Context: an optimization exercise on an open-source flow, tuned for small area. The choices shown serve that exercise and are no tape-out recipe. In this exercise RTL edits were held to simulation tests only and were not proved equivalent to the original. No activity file was given, so power comes from the tool's default toggle rates.

<file path="config.mk">
export PLATFORM = sky130hd
export DESIGN_NAME = decode_stage_pipe
export DESIGN_NICKNAME = decode_stage_pipe
export VERILOG_FILES = /design/flow/design.v
export SDC_FILE = /design/flow/constraint.sdc
export NUM_CORES = 4
export LEC_CHECK = 0
export CAP_MARGIN = 20
export CORE_MARGIN = 2
export CORE_UTILIZATION = 40
export SLEW_MARGIN = 20
</file>
<file path="constraint.sdc">
create_clock -name core_clock -period 5.0 [get_ports {clock}]
set_input_delay 1.0000 -clock core_clock [delete_from_list [all_inputs] [get_ports {clock}]]
set_output_delay 1.0000 -clock core_clock [all_outputs]
set_load 0.01 [all_outputs]
</file>
<file path="design.v">
module controller (
   input  logic [5:0]  op,
   input  logic [5:0]  func,
   output logic        regdst,
   output logic        alusrc,
   output logic        expand,
   output logic [10:0] ctrl
);
   localparam int CTRL_REGWRITE   = 10;
   localparam int CTRL_BRANCH     = 9;
   localparam int CTRL_MEMREAD    = 8;
   localparam int CTRL_MEMWRITE   = 7;
   localparam int CTRL_MEMTOREG   = 6;
   localparam int CTRL_JR         = 5;
   localparam int CTRL_MEM_SIGNED = 4;
   localparam int CTRL_MEMLEN_HI  = 3;
   localparam int CTRL_MEMLEN_LO  = 2;
   localparam int CTRL_LINK       = 1;
   localparam int CTRL_J          = 0;
   localparam logic [5:0] OP_RTYPE = 6'h00;
   localparam logic [5:0] OP_J     = 6'h02;
   localparam logic [5:0] OP_JAL   = 6'h03;
   localparam logic [5:0] OP_BEQ   = 6'h04;
   localparam logic [5:0] OP_BNE   = 6'h05;
   localparam logic [5:0] OP_ADDI  = 6'h08;
   localparam logic [5:0] OP_ADDIU = 6'h09;
   localparam logic [5:0] OP_ANDI  = 6'h0C;
   localparam logic [5:0] OP_ORI   = 6'h0D;
   localparam logic [5:0] OP_LB    = 6'h20;
   localparam logic [5:0] OP_LH    = 6'h21;
   localparam logic [5:0] OP_LW    = 6'h23;
   localparam logic [5:0] OP_LBU   = 6'h24;
   localparam logic [5:0] OP_LHU   = 6'h25;
   localparam logic [5:0] OP_SB    = 6'h28;
   localparam logic [5:0] OP_SH    = 6'h29;
   localparam logic [5:0] OP_SW    = 6'h2B;
   localparam logic [5:0] FUNC_JR  = 6'h08;
   localparam logic [1:0] MEM_BYTE = 2'b00;
   localparam logic [1:0] MEM_HALF = 2'b01;
   localparam logic [1:0] MEM_WORD = 2'b10;
   logic [1:0] mem_len;
   always_comb begin
      case (op)
         OP_LH, OP_LHU, OP_SH: mem_len = MEM_HALF;
         OP_LW, OP_SW:         mem_len = MEM_WORD;
         default:              mem_len = MEM_BYTE;
      endcase
   end
   always_comb begin
      regdst = 1'b0;
      alusrc = 1'b0;
      expand = 1'b0;
      ctrl   = '0;
      case (op)
         OP_RTYPE: begin
            if (func == FUNC_JR) begin
               ctrl[CTRL_JR] = 1'b1;
            end else begin
               regdst              = 1'b1;
               ctrl[CTRL_REGWRITE] = 1'b1;
            end
         end
         OP_J: begin
            ctrl[CTRL_J] = 1'b1;
         end
         OP_JAL: begin
            ctrl[CTRL_REGWRITE] = 1'b1;
            ctrl[CTRL_LINK]     = 1'b1;
            ctrl[CTRL_J]        = 1'b1;
         end
         OP_BEQ, OP_BNE: begin
            expand            = 1'b1;
            ctrl[CTRL_BRANCH] = 1'b1;
         end
         OP_ADDI, OP_ADDIU: begin
            alusrc              = 1'b1;
            expand              = 1'b1;
            ctrl[CTRL_REGWRITE] = 1'b1;
         end
         OP_ANDI, OP_ORI: begin
            alusrc              = 1'b1;
            ctrl[CTRL_REGWRITE] = 1'b1;
         end
         OP_LB, OP_LH, OP_LW, OP_LBU, OP_LHU: begin
            alusrc                            = 1'b1;
            expand                            = 1'b1;
            ctrl[CTRL_REGWRITE]               = 1'b1;
            ctrl[CTRL_MEMREAD]                = 1'b1;
            ctrl[CTRL_MEMTOREG]               = 1'b1;
            ctrl[CTRL_MEM_SIGNED]             = (op == OP_LB) || (op == OP_LH) || (op == OP_LW);
            ctrl[CTRL_MEMLEN_HI:CTRL_MEMLEN_LO] = mem_len;
         end
         OP_SB, OP_SH, OP_SW: begin
            alusrc                            = 1'b1;
            expand                            = 1'b1;
            ctrl[CTRL_MEMWRITE]               = 1'b1;
            ctrl[CTRL_MEMLEN_HI:CTRL_MEMLEN_LO] = mem_len;
         end
         default: begin
         end
      endcase
   end
endmodule
module regfile_bypass #(
   parameter int XLEN      = 32,
   parameter int REG_COUNT = 32,
   parameter int RA        = 5
)(
   input  logic            clock,
   input  logic            reset,
   input  logic [RA-1:0]   ra_1,
   input  logic [RA-1:0]   ra_2,
   output logic [XLEN-1:0] rd_1,
   output logic [XLEN-1:0] rd_2,
   input  logic            we,
   input  logic [RA-1:0]   wa,
   input  logic [XLEN-1:0] wd
);
   logic [XLEN-1:0] regs [REG_COUNT];
   always_comb begin
      rd_1 = '0;
      if (ra_1 == '0) begin
         rd_1 = '0;
      end else if (we && (wa == ra_1)) begin
         rd_1 = wd;
      end else if (int'(ra_1) < REG_COUNT) begin
         rd_1 = regs[ra_1];
      end
   end
   always_comb begin
      rd_2 = '0;
      if (ra_2 == '0) begin
         rd_2 = '0;
      end else if (we && (wa == ra_2)) begin
         rd_2 = wd;
      end else if (int'(ra_2) < REG_COUNT) begin
         rd_2 = regs[ra_2];
      end
   end
   always_ff @(posedge clock) begin
      if (!reset) begin
         for (int i = 0; i < REG_COUNT; i++) begin
            regs[i] <= '0;
         end
      end else if (we && (wa != '0)) begin
         regs[wa] <= wd;
      end
   end
endmodule
module decode_stage_pipe (
   input  logic        clock,
   input  logic        reset,
   input  logic        id_valid,
   output logic        id_ready,
   input  logic [5:0]  op,
   input  logic [5:0]  func,
   input  logic [4:0]  rs,
   input  logic [4:0]  rt,
   input  logic [4:0]  rd,
   input  logic [15:0] imm,
   input  logic        wb_en,
   input  logic [4:0]  wb_addr,
   input  logic [31:0] wb_data,
   input  logic        flush,
   input  logic        ex_ready,
   output logic        ex_valid,
   output logic [31:0] ex_alu_data_1,
   output logic [31:0] ex_alu_data_2,
   output logic [31:0] ex_reg_data_2,
   output logic [31:0] ex_expand_imm,
   output logic [4:0]  ex_rw,
   output logic [10:0] ex_ctrl
);
   localparam int            XLEN      = 32;
   localparam int            REG_COUNT = 32;
   localparam int            RA        = 5;
   localparam int            CTRL_W    = 11;
   localparam logic [RA-1:0] LINK_ADDR = 5'd31;
   localparam int CTRL_REGWRITE = 10;
   localparam int CTRL_MEMREAD  = 8;
   localparam int CTRL_LINK     = 1;
   logic              regdst;
   logic              alusrc;
   logic              expand;
   logic [CTRL_W-1:0] dec_ctrl;
   logic [XLEN-1:0]   rs_data;
   logic [XLEN-1:0]   rt_data;
   logic [XLEN-1:0]   expand_imm;
   logic [XLEN-1:0]   alu_data_2;
   logic [RA-1:0]     rw;
   logic [CTRL_W-1:0] ctrl;
   logic              advance;
   logic              hz;
   logic              accept;
   logic              ex_valid_q;
   logic [XLEN-1:0]   ex_alu_data_1_q;
   logic [XLEN-1:0]   ex_alu_data_2_q;
   logic [XLEN-1:0]   ex_reg_data_2_q;
   logic [XLEN-1:0]   ex_expand_imm_q;
   logic [RA-1:0]     ex_rw_q;
   logic [CTRL_W-1:0] ex_ctrl_q;
   controller u_ctrl (
      .op     (op),
      .func   (func),
      .regdst (regdst),
      .alusrc (alusrc),
      .expand (expand),
      .ctrl   (dec_ctrl)
   );
   regfile_bypass #(
      .XLEN      (XLEN),
      .REG_COUNT (REG_COUNT),
      .RA        (RA)
   ) u_rf (
      .clock (clock),
      .reset (reset),
      .ra_1  (rs),
      .ra_2  (rt),
      .rd_1  (rs_data),
      .rd_2  (rt_data),
      .we    (wb_en),
      .wa    (wb_addr),
      .wd    (wb_data)
   );
   assign rw         = regdst ? rd : (dec_ctrl[CTRL_LINK] ? LINK_ADDR : rt);
   assign expand_imm = expand ? {{(XLEN-16){imm[15]}}, imm}
                              : {{(XLEN-16){1'b0}}, imm};
   assign alu_data_2 = alusrc ? expand_imm : rt_data;
   always_comb begin
      ctrl = dec_ctrl;
      if (rw == '0) begin
         ctrl[CTRL_REGWRITE] = 1'b0;
      end
   end
   assign hz = ex_valid_q && ex_ctrl_q[CTRL_MEMREAD] && (ex_rw_q != '0) &&
               ((ex_rw_q == rs) || (ex_rw_q == rt));
   assign advance  = !ex_valid_q || ex_ready;
   assign id_ready = reset && (flush || (advance && !hz));
   assign accept   = id_valid && id_ready && !flush;
   always_ff @(posedge clock) begin
      if (!reset) begin
         ex_valid_q      <= 1'b0;
         ex_alu_data_1_q <= '0;
         ex_alu_data_2_q <= '0;
         ex_reg_data_2_q <= '0;
         ex_expand_imm_q <= '0;
         ex_rw_q         <= '0;
         ex_ctrl_q       <= '0;
      end else if (flush) begin
         ex_valid_q <= 1'b0;
         ex_ctrl_q  <= '0;
      end else if (advance) begin
         if (accept) begin
            ex_valid_q      <= 1'b1;
            ex_alu_data_1_q <= rs_data;
            ex_alu_data_2_q <= alu_data_2;
            ex_reg_data_2_q <= rt_data;
            ex_expand_imm_q <= expand_imm;
            ex_rw_q         <= rw;
            ex_ctrl_q       <= ctrl;
         end else begin
            ex_valid_q <= 1'b0;
            ex_ctrl_q  <= '0;
         end
      end
   end
   assign ex_valid      = ex_valid_q;
   assign ex_alu_data_1 = ex_alu_data_1_q;
   assign ex_alu_data_2 = ex_alu_data_2_q;
   assign ex_reg_data_2 = ex_reg_data_2_q;
   assign ex_expand_imm = ex_expand_imm_q;
   assign ex_rw         = ex_rw_q;
   assign ex_ctrl       = ex_ctrl_q;
endmodule
</file>
<file path="run.sh">
#!/bin/bash
# synth_recipe.tcl (not shown) runs the flow's synth.tcl, then flattens the netlist and writes it again
# the make line also repeats each setting of config.mk as NAME=value (left out here)
make -C /OpenROAD-flow-scripts/flow DESIGN_CONFIG=/design/flow/config.mk WORK_HOME=/design/flow/orfs CLKGATE_MAP_FILE= SYNTH_SCRIPT=/design/flow/synth_recipe.tcl finish
</file>
==> impl_metrics.tcl <==
set metrics [dict create \
    ios 232 \
    area_growth_pct 16.9 \
    start_util_pct 40.3 \
    clock_latency_ps 790 \
    postCtsSetupBuffers 0 \
    cts_max_level 4 \
    leakage_nw 25.4 \
    viasPerCell 6.36 \
    nets 4871 \
    ys_ff_latch 1153 \
    hold_violations 0 \
    cp_top_family "buffers and inverters" \
    place.gp.congestion 0.942 \
    synth_edf_count 1024 \
    grt_pass1_wl_mm 334 \
    firstDrtPassIters 7 \
    cts.sinks 1153 \
    worstSetupStartpointType "input port" \
    die_area_um2 154000 \
    io_buffer_count 231 \
    drt-total-wl_mm 243 \
    drc 0 \
    rsz0062_at_grt "no" \
    final_layout_size_suffix_gt1_share_pct 17.5 \
    grt_pass1_vias 42141 \
    synth_top_area_share_pct 50.8 \
    outcome "complete, no violations" \
    cp_max_fo 2 \
    synth_area_leader_cell "edfxtp_1" \
    cts_root_buffer "clkbuf_16" \
    seq_area_frac_synth_pct 55.1 \
    synth.area.top_cells "edfxtp_1 (51%), and2_1 (10%), mux2i_1 (9.2%)" \
    rows 142 \
    ctsLongestPathBuffers 3 \
    synthArstFlopShare_pct 0 \
    die_x_um 393 \
    cts_tree "done" \
    postRouteAntennaNets 0 \
    yosysWarnings 3 \
    worst-setup-path-type "input port to output port" \
    critPathCaptureType "output port" \
    ys.flop_type "edfxtp_1" \
    tightestPinTransition_ps 1200 \
    avgSynthCellArea_um2 13.0 \
    path_cells "clkdlybuf4s50_1, xor2_1, nor3_1, buf_4, a22oi_1, o21ai_1, a21oi_1, clkdlybuf4s50_1" \
    post_drt_wl_per_cell_um 35.1 \
    cts.clk_slew.worst_paths_ps 60 \
    fmax_ghz 0.213 \
    grt_start_max_net_pins 114 \
    post-route-min-period_ps 4700 \
    cpMostUsedCell "clkdlybuf4s50_1" \
    track_usage_pct 31.1 \
    dieHeight_um 393 \
    hold_class "flip-flop to flip-flop" \
    antenna_found_initial 27 \
    maxSlewViolCount 0 \
    cp_data_arrival_time_ps 3700 \
    yosysUniqueCellTypes 60 \
    synthCells 4635 \
    synth_area_um2 60500 \
    slowest_stage "nor3_1" \
    core-area_um2 150000 \
    drtIter0Drc 6941 \
    crit_buf_inv 3 \
    final_area_um2 70700 \
    powerDensity_nw_per_um2 341 \
    cts_resized 0 \
    crit_required_ps 4000 \
    setup_viol 0 \
    period_share_pct 94.1 \
    hold_buffers 0 \
    hpwlAfterDp_mm 158 \
    placed_cell_area_um2 66500 \
    cts_buffers 131 \
    peakVddDrop_mv 0.301 \
    routed-via-count 44039 \
    clock_skew_ps 25.1 \
    slew_headroom_pct 19.2 \
    fillCellCount 13201 \
    maxCapViolations 0 \
    worst_path_largest_cell_delay_ps 720 \
    tns_ps 0 \
    gr-total-overflow 0 \
]
[kinds of logic after synthesis]
kind of cell,Yosys count,share of synthesized area [%]
other cells,1,0.00620
mux,856,19.4
xor+xnor,20,0.290
flops,1153,55.1
simple gates,1369,13.3
compound gates,728,8.31
buf+inv,508,3.61
[metal layers]
metal	up-vias	share of wire [%]	routed length, um	GRT usage, %
li1	17889	-	-	-
met1	22488	39	94400	42.3
met2	3093	44	107000	46.3
met3	551	12	30300	8.42
met4	18	4.6	11200	13.8
met5	-	0.056	136	0
[layout by cell type (no fill, tap or decap), types with 109 or more instances in the layout]
cell / instances
dfxtp_1: 129
and2_1: 996
nand3_1: 109
buf_4: 213
edfxtp_1: 1024
clkbuf_16: 137
mux4_2: 245
mux2i_1: 553
a21oi_1: 172
a22oi_1: 153
clkdlybuf4s50_1: 218
[stage by stage]
step                total power [mW]  setup slack, ps  instances  hold WS (ps)  utilization, %
finish                          24.1              296       6921           456            47.1
global route                    24.6              324       6905           476            47.1
CTS                             24.0              359       6904           457            47.1
detailed placement              14.6              364       6668           448            44.3
global placement                14.5              351       6667           446            44.3
floorplan                       13.1              258       4666           476               -
[worst min-delay path: cells and delay by family (launching register included)]
family           cells  cell delay [ps]
and+or+nand+nor      2              110
DFF                  1              310
[report_power, final]
part / switching [mW] / internal (mW) / total [mW]
clock network: 4.12 / 5.48 / 9.60
registers: 0.299 / 11.0 / 11.3
logic: 1.98 / 1.19 / 3.17
total: 6.40 / 17.7 / 24.1
[layout make-up]
| type | instances | area [um2] | area share (%) |
|---|---|---|---|
| Clock buffer | 180 | 3680 | 5.21 |
| Antenna cell | 17 | 42.5 | 0.0602 |
| Tap cell | 2016 | 2520 | 3.57 |
| Sequential cell | 1153 | 33300 | 47.2 |
| Timing Repair Buffer | 489 | 4780 | 6.77 |
| Multi-Input combinational cell | 3005 | 25800 | 36.5 |
| Inverter | 5 | 21.3 | 0.0301 |
| Clock inverter | 56 | 499 | 0.706 |
[cell usage after synthesis (all sizes together), types with 2 or more instances]
cell type / n
xor2: 18
a222oi: 31
mux4: 245
inv: 5
nand2: 84
xnor2: 2
o22a: 2
a31oi: 16
and2: 997
o221ai: 3
or3: 17
or4: 3
nor3: 47
or2: 5
dfxtp: 129
a211oi: 4
mux2i: 553
o211ai: 7
a21oi: 174
or3b: 2
nand2b: 6
a32o: 19
nand3b: 6
o22ai: 83
a21boi: 7
o21ai: 77
nand4: 4
edfxtp: 1024
a22oi: 153
and3: 3
nor4: 7
a221oi: 65
nor3b: 4
mux2: 58
a22o: 66
nor2: 53
buf: 157
o31ai: 9
clkbuf: 346
o2111ai: 3
nand3: 110
a211o: 3
nor2b: 18
[state kept, by name, indices dropped and copies added, names as in the netlist]
register	cells
ex_rw_q	5
ex_reg_data_2_q	32
ex_ctrl_q	10
u_rf.regs	1024
ex_alu_data_1_q	32
ex_expand_imm_q	17
ex_alu_data_2_q	32
ex_valid_q	1
[path summary, 6_finish.rpt]
| check | startpoint | end | slack, ps | cells past startpoint |
|---|---|---|---|---|
| min reg2reg | ex_expand_imm_q[4] | ex_expand_imm_q[4] | 460 | 2 |
| max reg2reg | ex_rw_q[4] | ex_alu_data_1_q[14] | 1560 | 10 |
| max | rs[4] | id_ready | 300 | 8 |
| min | ex_expand_imm_q[4] | ex_expand_imm_q[4] | 460 | 2 |

==> what the ideal ports hide <==
How much do the figures lean on ideal ports? The routed layout below was timed once more, with nothing changed but the port constraints. Step 1 (the two cells are an assumption about what drives the block):
set clk [get_ports {clock}]
set_driving_cell -lib_cell sky130_fd_sc_hd__clkbuf_16 $clk
set_driving_cell -lib_cell sky130_fd_sc_hd__buf_2 [delete_from_list [all_inputs] $clk]
Step 2 times the ports against the registers' clock, not the clock port: input delays grow and output delays shrink by t, the midpoint of the rising clock arrivals with the driver on. a / b / c = no drivers / after step 1 / after step 2; a / b = the first two.
t (ns): 0.861
setup slack, ns: 0.296 / 0.264 / 0.264
slew at the worst register clock pin (ns): 0.07 / 0.07
After both steps this run still meets setup and hold. The setup slack of this run moves by -0.032 ns with the drivers and by -0.032 ns with both steps.
